Context: an optimization exercise on an open-source flow, tuned for small area, a short achievable clock period and few clock cycles per item. The choices shown serve that exercise and are no tape-out recipe. The RTL was checked by simulation tests, not by an equivalence proof against the original design. No activity file was given, so power comes from the tool's default toggle rates.

## run 1
Design priority_round_robin_task_scheduler_core, start of the top module:
module priority_round_robin_task_scheduler_core (
    input  logic        clk,
    input  logic        rst_n,
    input  logic        in_valid,
    output logic        in_ready,
    input  logic [2:0]  func,
    input  logic [7:0]  priority_req,
    input  logic [31:0] stack_pointer,
    input  logic [31:0] delay_ticks,
    output logic        out_valid,
    input  logic        out_ready,
    output logic [1:0]  status,
    output logic [3:0]  task_index,
    output logic [31:0] task_sp,
    output logic        switch_request
);
    logic              rv_q;
    logic [2:0]        rfn_q;
    logic [7:0]        rprio_q;
    logic [31:0]       rsp_q;
    logic [31:0]       rdm1_q;       
    logic [4:0]        count_q;
    logic [3:0]        cur_q;
    logic [15:1]       upto_q;       
    logic              cur_valid_q;
    logic              running_q;
    logic [15:0]       run_q;
    logic [31:0]       tnext_q;      
    logic [15:0]       idle_q;       
    logic [15:0][31:0] sp_q;
    logic [15:0][7:0]  prio_q;
    logic [15:1][31:0] wake_q;
    logic [255:0]      lt_q;         
    logic [255:0]      eq_q;
    logic              lv_q;
    logic [1:0]        l_st_q;
    logic [3:0]        l_ix_q;
    logic              l_rq_q;
    logic              l_sp_q;
    logic              ov_q;
    logic [1:0]        st_q;
    logic [3:0]        ix_q;
    logic [31:0]       tsp_q;
    logic              rq_q;
    logic              sk_q;
    logic [1:0]        sk_st_q;
    logic [3:0]        sk_ix_q;
    logic              sk_rq_q;
    logic [31:0]       sk_tsp_q;
    logic        take;
    logic        exec;
    logic        out_free;
  ...
clock: 10.0 ns
lec_check: 0
cap_margin: 20
core_margin: 2
core_utilization: 60
cts_buf_list: sky130_fd_sc_hd__clkbuf_8 sky130_fd_sc_hd__clkbuf_16
cts_cluster_diameter: 100
cts_cluster_size: 24
slew_margin: 20
standard.sh (not shown) runs the stock make flow with config.mk's settings and CLKGATE_MAP_FILE= SYNTH_SCRIPT=/design/flow/synth_recipe.tcl, a recipe that flattens the netlist after the stock synthesis.
==> flow/flow/run.sh <==
#!/bin/bash
# the standard layout, with timing repair aimed below the clock period:
# repair works on every path with less than SETUP_SLACK_MARGIN ns of slack
set -euo pipefail
bash standard.sh SETUP_SLACK_MARGIN=6.7 finish > run_standard.log 2>&1
Testbench counts of run 1, summed over its fixed seeds: cycles 5,743, items 5,719.
Setup changes, run 1 to run 2
- CORE_UTILIZATION: 60 -> 68
==> flow/flow/run.sh <==
#!/bin/bash
# the standard layout, with timing repair aimed below the clock period:
# repair works on every path with less than SETUP_SLACK_MARGIN ns of slack.
# port buffers start as buf_2 (repair sizes them as needed)
set -euo pipefail
bash standard.sh SETUP_SLACK_MARGIN=6.5 "BUFFER_PORTS_ARGS=-buffer_cell sky130_fd_sc_hd__buf_2" finish > run_standard.log 2>&1
[summary]
- Taking run 1 as the reference point, the setup slack of run 2 falls by 0.048 ns.
- For run 1, the top metal layer carrying routed signals was met5, unlike run 2, where it was met4.
- A class of the most critical setup path of register to output port is what run 1 shows, while primary input to register belongs to run 2.
- When the final numbers for run 2 and run 1 were put side by side, the worst setup timing slack at the placement stage turned out to be smaller in run 1.
- Looking at part of the power in registers across run 2 and run 1, the one that comes out lower is run 1.
- Run 2 ended up with a higher largest incremental delay on the critical path than run 1 did.
- Of the two values seen for critical path capture point, rdm1_q[30] was produced by run 2 and in_ready by run 1.
- Run 2 vs run 1: combinational group power down
- Global-route track usage on met3 in run 2 vs run 1: up 1.7 points
diff inputs: run 2 => run 3
==> flow/flow/run.sh <==
#!/bin/bash
# the standard layout, with timing repair aimed below the clock period:
# repair works on every path with less than SETUP_SLACK_MARGIN ns of slack
set -euo pipefail
bash standard.sh SETUP_SLACK_MARGIN=6.5 finish > run_standard.log 2>&1
## What came out
The final layouts of run 3 and run 2 pass the timing, design-rule and antenna checks. Overall power after layout: run 3 vs run 2 up about 0.5%. Run 3 has post-CTS setup-driven buffer insertion count above what run 2 had. Changes observed in run 3 relative to run 2: number of inserted filler cells in the final layout saw a decrease; power drawn by the combinational cells saw an increase; global-route usage over all layers saw an increase; final area saw an increase.
The following lists how run 4 was set up differently from run 3:
==> flow/flow/run.sh <==
#!/bin/bash
# the standard layout, with timing repair aimed below the clock period:
# repair works on every path with less than SETUP_SLACK_MARGIN ns of slack.
# port buffers start as buf_2 (repair sizes them as needed)
set -euo pipefail
bash standard.sh SETUP_SLACK_MARGIN=6.9 "BUFFER_PORTS_ARGS=-buffer_cell sky130_fd_sc_hd__buf_2" finish > run_standard.log 2>&1
Findings:
Compared to run 3, run 4 has clock power about 1% lower. rdm1_q[30] as the end point of the critical path was reported by run 4, and wake_q[476] by run 3. Higher post-detailed-route via-to-cell ratio among run 4 and run 3: run 3. Looking at arrival time of the worst setup path, run 4 sits below run 3. [compare] base=run 3 new=run 4: design area rose 710 sq um, total power after layout rose about 0.6%, area occupied by multi-input gates rose about 3.3%. Compared with run 3, run 4 shows a higher area overhead of the layout relative to synthesis. | total routed wirelength | lower: run 4 |. Summary of the comparison: core utilization is higher in run 4, relative to run 3.
Changes in run 5 relative to run 4:
- an added TNS_END_PERCENT of 30
- a change of CORE_UTILIZATION from 68 to 60
==> flow/flow/run.sh <==
#!/bin/bash
# the standard layout, with timing repair aimed below the clock period:
# repair works on every path with less than SETUP_SLACK_MARGIN ns of slack
set -euo pipefail
bash standard.sh SETUP_SLACK_MARGIN=6.5 finish > run_standard.log 2>&1
==> notes.md <==
Minimum clock period, run 5 and run 4, higher one = run 5. Wire length of run 5 exceeds that of run 4 by a few percent. The combinational power in run 5 is 0.947 times that in run 4. Diff run 4..run 5 | total number of sequential cells | unchanged. In run 5, register fraction of the total cell area is higher than in run 4. Run 5 leaves less setup margin than run 4.

-- re-timing with driven ports --
No port has a modelled driver above. Below, the same layouts with a new extraction and two added sets of constraints.
Step 1 sets driving cells, clkbuf_16 on the clock port and buf_2 on the other inputs (assumed; they add their load-dependent delay and slew).
Step 2 times the ports against the registers' clock, not the clock port: input delays grow and output delays shrink by t, the midpoint of the rising clock arrivals with the driver on.
a / b / c = ideal ports / drivers / drivers and shift; a / b = the first two.
run	t, ns	setup slack, ns	worst setup path at the end
run 1	0.768	6.509 / 6.427 / 5.852	input to register
run 2	0.766	6.460 / 6.406 / 5.746	input to register
run 3	0.764	6.460 / 6.439 / 5.830	input to register
run 4	0.760	6.523 / 6.489 / 5.808	input to register
run 5	0.778	6.340 / 6.256 / 5.741	input to register
After both steps setup and hold are still met in every run listed. The setup slack of run 4, which loses most, moves by -0.034 ns with the drivers and by -0.715 ns with both steps.
